Source: an optimization exercise on an open RTL-to-GDS flow (aim: small area, a short achievable clock period and few clock cycles per item). Production flows keep margins and buffers that such runs may drop.
The RTL was checked by simulation tests, not by an equivalence proof against the original design.
Power and IR drop assume default switching activity.

==> flow/design.v <==
module mnp_lzc17 (
  input  logic [16:0] v,
  output logic        z,
  output logic [4:0]  c
);
  logic [3:0] c16;
  logic       z16;
  mnp_lzc16 u16 (.v(v[15:0]), .z(z16), .c(c16));
  assign z = z16 & ~v[16];
  assign c = v[16] ? 5'd0 : 5'(c16) + 5'd1;
endmodule
module mnp_lzc16 (
  input  logic [15:0] v,
  output logic        z,
  output logic [3:0]  c
);
  logic [7:0] z2;
  logic [7:0] c2;
  logic [3:0] z4;
  logic [7:0] c4;
  logic [1:0] z8;
  logic [5:0] c8;
  for (genvar i = 0; i < 8; i++) begin : g2
    assign z2[i] = ~(v[2*i+1] | v[2*i]);
    assign c2[i] = ~v[2*i+1];
  end
  for (genvar i = 0; i < 4; i++) begin : g4
    assign z4[i] = z2[2*i+1] & z2[2*i];
    assign c4[2*i+1 -: 2] = z2[2*i+1] ? {1'b1, c2[2*i]} : {1'b0, c2[2*i+1]};
  end
  for (genvar i = 0; i < 2; i++) begin : g8
    assign z8[i] = z4[2*i+1] & z4[2*i];
    assign c8[3*i+2 -: 3] = z4[2*i+1] ? {1'b1, c4[2*(2*i)+1 -: 2]} : {1'b0, c4[2*(2*i+1)+1 -: 2]};
  end
  assign z = z8[1] & z8[0];
  assign c = z8[1] ? {1'b1, c8[2:0]} : {1'b0, c8[5:3]};
endmodule
module mnp_core (
  input  logic [67:0] m,
  input  logic [1:0]  p,
  input  logic [39:0] s,
  output logic [67:0] mn,
  output logic [39:0] so,
  output logic [3:0]  lz
);
  logic m00, m01, m10;
  assign m00 = (p == 2'b00);
  assign m01 = (p == 2'b01);
  assign m10 = (p == 2'b10);
  logic [3:0]      zs;
  logic [3:0][4:0] cs;
  for (genvar j = 0; j < 4; j++) begin : gseg
    mnp_lzc17 u (.v(m[17*j+16 : 17*j]), .z(zs[j]), .c(cs[j]));
  end
  logic       z6;
  logic [2:0] c6;
  always_comb begin
    z6 = ~|m[56:51];
    casez (m[56:51])
      6'b1?????: c6 = 3'd0;
      6'b01????: c6 = 3'd1;
      6'b001???: c6 = 3'd2;
      6'b0001??: c6 = 3'd3;
      6'b00001?: c6 = 3'd4;
      default:   c6 = 3'd5;
    endcase
  end
  logic [5:0] n01_0, n01_1, n10;
  logic       z01_0, z01_1, z10;
  assign n01_0 = zs[1] ? 6'd17 + 6'(cs[0]) : 6'(cs[1]);
  assign n01_1 = zs[3] ? 6'd17 + 6'(cs[2]) : 6'(cs[3]);
  assign z01_0 = zs[1] & zs[0];
  assign z01_1 = zs[3] & zs[2];
  assign n10   = !z6    ? 6'(c6)
               : !zs[2] ? 6'd6 + 6'(cs[2])
               : !zs[1] ? 6'd23 + 6'(cs[1])
               :          6'd40 + 6'(cs[0]);
  assign z10   = z6 & zs[2] & zs[1] & zs[0];
  logic [3:0][5:0] sc;
  always_comb begin
    for (int j = 0; j < 4; j++) begin
      sc[j] = m00 ? 6'(cs[j]) : m01 ? (j < 2 ? n01_0 : n01_1) : n10;
    end
  end
  logic [6:0][67:0] x;
  assign x[0] = m;
  for (genvar st = 0; st < 6; st++) begin : gst
    localparam int K = 32 >> st;
    localparam int B = 5 - st;
    for (genvar i = 0; i < 68; i++) begin : gb
      localparam int SEG = (i / 17 > 3) ? 3 : i / 17;
      localparam bit OK00 = (i % 17) >= K;
      localparam bit OK01 = (i % 34) >= K;
      localparam bit OK10 = (i < 57) && (i >= K);
      localparam bit IN10 = (i < 57);
      logic sh, take, keep;
      assign sh = sc[SEG][B];
      if (st == 0) begin : gfirst
        assign take = sh & ((m00 & OK00) | (m01 & OK01) | (m10 & OK10));
        assign keep = ~sh & (m00 | m01 | (m10 & IN10));
      end else begin : grest
        assign take = sh & ((m00 & OK00) | (m01 & OK01) | (m10 & OK10));
        assign keep = ~sh;
      end
      if (i >= K) begin : gsrc
        assign x[st+1][i] = (take & x[st][i-K]) | (keep & x[st][i]);
      end else begin : gnosrc
        assign x[st+1][i] = keep & x[st][i];
      end
    end
  end
  assign mn = x[6];
  logic [3:0]      zl;
  logic [3:0][5:0] nl;
  always_comb begin
    case (p)
      2'b00:   begin zl = zs;                      nl = {6'(cs[3]), 6'(cs[2]), 6'(cs[1]), 6'(cs[0])}; end
      2'b01:   begin zl = {2'b00, z01_1, z01_0};   nl = {12'd0, n01_1, n01_0}; end
      2'b10:   begin zl = {3'b000, z10};           nl = {18'd0, n10}; end
      default: begin zl = 4'b1111;                 nl = '0; end
    endcase
  end
  logic [3:0] act;
  assign act = m00 ? 4'b1111 : m01 ? 4'b0011 : m10 ? 4'b0001 : 4'b0000;
  always_comb begin
    for (int j = 0; j < 4; j++) begin
      so[10*j +: 10] = (act[j] & ~zl[j]) ? s[10*j +: 10] + 10'd1 - 10'(nl[j]) : 10'd0;
    end
  end
  assign lz = zl;
endmodule
module mant_norm_pipe #(
  parameter int unsigned LANE_SCALE_W = 10
) (
  input  logic                        clk,
  input  logic                        rst,
  input  logic                        flush,
  input  logic                        in_valid,
  output logic                        in_ready,
  input  logic [67:0]                 mant_pl,
  input  logic [4*LANE_SCALE_W-1:0]   scale_in,
  input  logic [1:0]                  in_pre,
  output logic                        out_valid,
  input  logic                        out_ready,
  output logic [67:0]                 mant_norm,
  output logic [4*LANE_SCALE_W-1:0]   scale_out,
  output logic [3:0]                  lane_zero,
  output logic [1:0]                  pre_out
);
  logic        a_valid;
  logic [67:0] a_mant;
  logic [39:0] a_scale;
  logic [1:0]  a_pre;
  logic        a_adv, b_adv;
  logic [67:0] mant_d;
  logic [39:0] scale_d;
  logic [3:0]  zero_d;
  assign b_adv    = !out_valid || out_ready;
  assign a_adv    = !a_valid || b_adv;
  assign in_ready = a_adv;
  mnp_core u_core (.m(a_mant), .p(a_pre), .s(a_scale), .mn(mant_d), .so(scale_d), .lz(zero_d));
  always_ff @(posedge clk or posedge rst) begin
    if (rst) begin
      a_valid   <= 1'b0;
      out_valid <= 1'b0;
    end else if (flush) begin
      a_valid   <= 1'b0;
      out_valid <= 1'b0;
    end else begin
      if (a_adv) a_valid <= in_valid;
      if (b_adv) out_valid <= a_valid;
    end
  end
  always_ff @(posedge clk) begin
    if (a_adv) begin
      a_mant  <= mant_pl;
      a_scale <= scale_in;
      a_pre   <= in_pre;
    end
    if (b_adv) begin
      mant_norm <= mant_d;
      scale_out <= scale_d;
      lane_zero <= zero_d;
      pre_out   <= a_pre;
    end
  end
endmodule
==> flow/run.sh <==
#!/bin/bash
# synth_recipe.tcl (not shown) runs the flow's synth.tcl, then flattens the netlist and writes it again
# the make line also repeats each setting of config.mk as NAME=value (left out here)
make -C /OpenROAD-flow-scripts/flow DESIGN_CONFIG=/design/flow/config.mk WORK_HOME=/design/flow/orfs CLKGATE_MAP_FILE= SYNTH_SCRIPT=/design/flow/synth_recipe.tcl finish
==> flow/config.mk <==
export PLATFORM = sky130hd
export DESIGN_NAME = mant_norm_pipe
export DESIGN_NICKNAME = mant_norm_pipe
export VERILOG_FILES = /design/flow/design.v
export SDC_FILE = /design/flow/constraint.sdc
export NUM_CORES = 4
export LEC_CHECK = 0
export ABC_AREA = 1
export CAP_MARGIN = 20
export CORE_MARGIN = 2
export CORE_UTILIZATION = 40
export SLEW_MARGIN = 20
==> flow/constraint.sdc <==
create_clock -name core_clock -period 7.0 [get_ports {clk}]
set_input_delay 1.4000 -clock core_clock [delete_from_list [all_inputs] [get_ports {clk}]]
set_output_delay 1.4000 -clock core_clock [all_outputs]
set_load 0.01 [all_outputs]
==> notes.md <==
I/O Buffers - 230
Num CTS Buffers - 27
Setup_tns - 0 ns
Fin area - 19360 µm²
Bufs on Longest Clock Path - 3
Min Hold Slack - 0.5572 ns
Post-CTS setup buffers - 0
Residual DRC - 0
CP max-delay cell - ha_1
Die Span X - 202.8 µm
Worst path cell trace - inv_1 -> ha_1 -> inv_1 -> nor2_1 -> inv_1 -> o22ai_1 -> ha_1 -> inv_1 -> ha_1 -> inv_1 -> fa_1 -> nor2_1 -> nor2_1 -> o21bai_1 -> nand2_1 -> a21oi_1 -> nor2_1 -> nor2_1 -> nor2_1 -> o21bai_1 -> a21oi_1 -> o21a_1
Core footprint - 38830 µm²
Static leakage - 9.223 nW
Post-layout minimum cycle time - 5.235 ns
Initial Utilization - 40.71%
Routability-driven placement congestion ratio - 0.9241
CTS tree - done
Largest net degree at the start of global routing - 60
Relative slew slack - 21.45%
Max Clock Freq - 0.1910 GHz
Die Y - 202.8 µm
N_diodes - 0
Worst Hold Class - flip-flop to flip-flop
Number of global-route vias before repair - 13970
Final Hold Viols - 0
Worst path buffer plus inverter count - 5
Clock latency (worst-skew pair) - 0.59 ns
Cell mode on critical path - nor2_1
Synth Warn # - 2
Status - finished clean
Syn Nets - 2318
Cts repair resizes - 0
Via density - 5.045
Tightest Pin Transition - 1.170 ns
Placed inst area - 18460 µm²
Vias - 14440
Routed WL per cell - 16.56 µm
Clk_skew - 0.04091 ns
Final setup violation count - 0
CP Launch Type - flip-flop
Post-synthesis register bit count - 226
Site row count - 72
Netlist area before placement - 15810 µm²
PD cells - 218.7 nW/µm²
DR iter-0 viols - 1183
Slew Viols, Final - 0
Distinct cells, synth - 55
DRT Pass-1 Iters - 5
Layout cells sized above 1 - 6.311%
H-tree depth - 1
Die area - 41120 µm²
Final wirelength - 47.40 mm
Top Ports - 231
Post-synth EDFFs - 224
Sequential area share after synthesis - 42.88%
CP delay by family, top - adder cells
Hold buffers post-CTS - 0
WP data arrival - 5.56 ns
Async set or reset register ratio after synthesis - 0.8850%
Area Overhead vs Synth - 22.51%
Syn_area_per_cell - 7.410 µm²
Slowest cell delay on critical path - 0.71 ns
# clock sinks - 226
Fin crit share - 74.79%
Clk root buf - clkbuf_16
IR drop worst, VDD - 0.2281 mV
Maximum fanout along the worst path - 17
Worst path required time - 7.33 ns
Critical Path End Type - flip-flop
Pwr Total - 4.234 mW
Clock transition at path regs - 0.05 ns
Max Cap Violations - 0
DP HPWL - 37.02 mm
Total congestion overflow - 0
RSZ-0062 raised after global routing - false
GRT Util Overall - 23.29%
Top FF cell, synth - edfxtp_1
Initial antenna violation count - 0
Layout Utilization - 49.87%
Nets - 2513
Synth Instances - 2133
First-pass GRT wire length - 75.64 mm
Antenna-violating nets left - 0
WS Path Type - flip-flop to flip-flop
## report_power, final
part           total [mW]  internal (mW)  leakage, nW  switching (mW)
combinational        1.06          0.434         6.29           0.624
clock                1.46          0.887        0.439           0.569
sequential           1.72           1.66         2.50          0.0631
## through the flow
step / worst slack (ns) / instances
after floorplan: 1.572 / 2133
after global placement: 1.710 / 2817
after detailed placement: 1.764 / 2817
after CTS: 1.726 / 2863
after global routing: 1.143 / 2863
final: 1.765 / 2863
## sequential cells by signal, summed over array words and instances, names as in the netlist
| register | cells |
|---|---|
| a_mant | 68 |
| a_pre | 2 |
| a_scale | 40 |
| a_valid | 1 |
| lane_zero | 4 |
| mant_norm | 68 |
| out_valid | 1 |
| pre_out | 2 |
| scale_out | 40 |
## synthesized netlist by cell type (2+ instances only)
cell,count,area (µm²)
a21oi_1,50,250.2
buf_1,3,11.26
buf_2,24,120.1
buf_4,10,75.07
buf_6,9,101.4
clkbuf_1,31,116.4
clkinv_1,3,11.26
dfrtp_1,2,50.05
edfxtp_1,224,6726
fa_1,4,80.08
ha_1,66,825.8
inv_1,173,649.4
inv_2,14,52.55
nand2_1,976,3664
nand2_2,16,100.1
nand2_4,7,78.83
nand3_1,103,515.5
nand3_2,11,110.1
nand3_4,4,70.07
nand3b_1,4,30.03
nand4_1,63,394.1
nor2_1,164,615.6
nor2_2,19,118.9
nor2_4,6,67.56
nor3_1,24,120.1
nor3b_1,6,45.04
o211ai_1,4,30.03
o21a_1,3,22.52
o21ai_0,38,190.2
o21ai_1,15,75.07
o21ai_2,8,70.07
o21bai_1,14,105.1
o22ai_1,6,37.54
o31ai_1,2,15.01
or2_2,4,25.02
xnor2_1,4,35.03
## per-layer routing
| layer | global-route usage (%) | wire (µm) | vias up |
|---|---|---|---|
| met5 | 0 | 0 | - |
| met4 | 6.126 | 1129 | 0 |
| met3 | 3.242 | 3027 | 76 |
| met2 | 37.98 | 21020 | 453 |
| met1 | 32.57 | 22220 | 6579 |
| li1 | - | - | 7335 |
## cell usage in the layout, fill, tap and decap left out, types with 2 or more instances in the layout
master,count
nor2_1,164
clkinv_2,2
nor2_2,19
o21a_1,3
nor3_1,24
clkdlybuf4s50_1,230
inv_2,14
or2_2,4
nand3_2,11
nor3b_1,6
buf_4,14
nand2_2,16
clkinv_1,9
nand4_1,63
o211ai_1,4
bufinv_16,5
dfrtp_1,2
nand2_1,975
nand3b_1,4
clkbuf_1,4
nand2_4,8
ha_1,66
inv_1,173
o21ai_0,36
o21ai_1,17
o31ai_1,2
nand3_4,5
edfxtp_1,224
clkbuf_16,27
o22ai_1,6
xnor2_1,4
o21bai_1,14
fa_1,4
nor2_4,6
a21oi_1,50
nand3_1,102
o21ai_2,8
## kinds of logic after synthesis
| logic type | Yosys count | synth area share, % |
|---|---|---|
| buf+inv | 268 | 7.291 |
| fa+ha+maj | 70 | 5.731 |
| compound gates | 154 | 5.898 |
| simple gates | 1411 | 37.98 |
| xor+xnor | 4 | 0.2216 |
| flops | 226 | 42.88 |
## area by class of cell
cell class,instances,area (µm²)
clock buffer,31,690.7
clock inverter,15,211.5
fill,3886,19460
inverter,190,713.2
multi-input combinational,1639,7915
sequential,226,6777
tap,518,648.1
timing repair buffer,244,2407
## tightest hold or removal path, stage by stage, from the launching register on
cell     delay, ns
dfrtp_1       0.40
inv_1         0.06
a21oi_1       0.06
## final timing paths
check / start / endpoint / slack [ns] / depth (start not counted)
setup / recovery: a_pre[1] / scale_out[9] / 1.76 / 22
hold / removal: a_valid / out_valid / 0.56 / 2
setup reg to reg: a_pre[1] / scale_out[9] / 1.76 / 22
hold reg to reg: a_valid / out_valid / 0.56 / 2
max in group asynchronous: rst / out_valid / 5.89 / 2
min in group asynchronous: rst / a_valid / 1.00 / 2
Testbench counts, summed over its fixed seeds: cycles 8,016, items 8,000.

-- port drivers added, routing unchanged --
No port has a modelled driver above. Below, the same layout with a new extraction and two added sets of constraints. Step 1 assumes that a clkbuf_16 drives the clock port and a buf_2 every other input. Step 2 moves the port delays by t, midway between the first and last clock arrival at a register: inputs arrive t later, outputs are due t later. That takes back most of the time a late clock gives input paths. a / b / c = ideal ports / drivers / drivers and shift; a / b = the first two.
t (ns): 0.622
setup slack, ns: 1.765 / 1.765 / 1.765
worst register clock-pin slew, ns: 0.07 / 0.07
After both steps this run still meets setup and hold. The setup slack of this run moves by 0.000 ns with the drivers and by 0.000 ns with both steps.
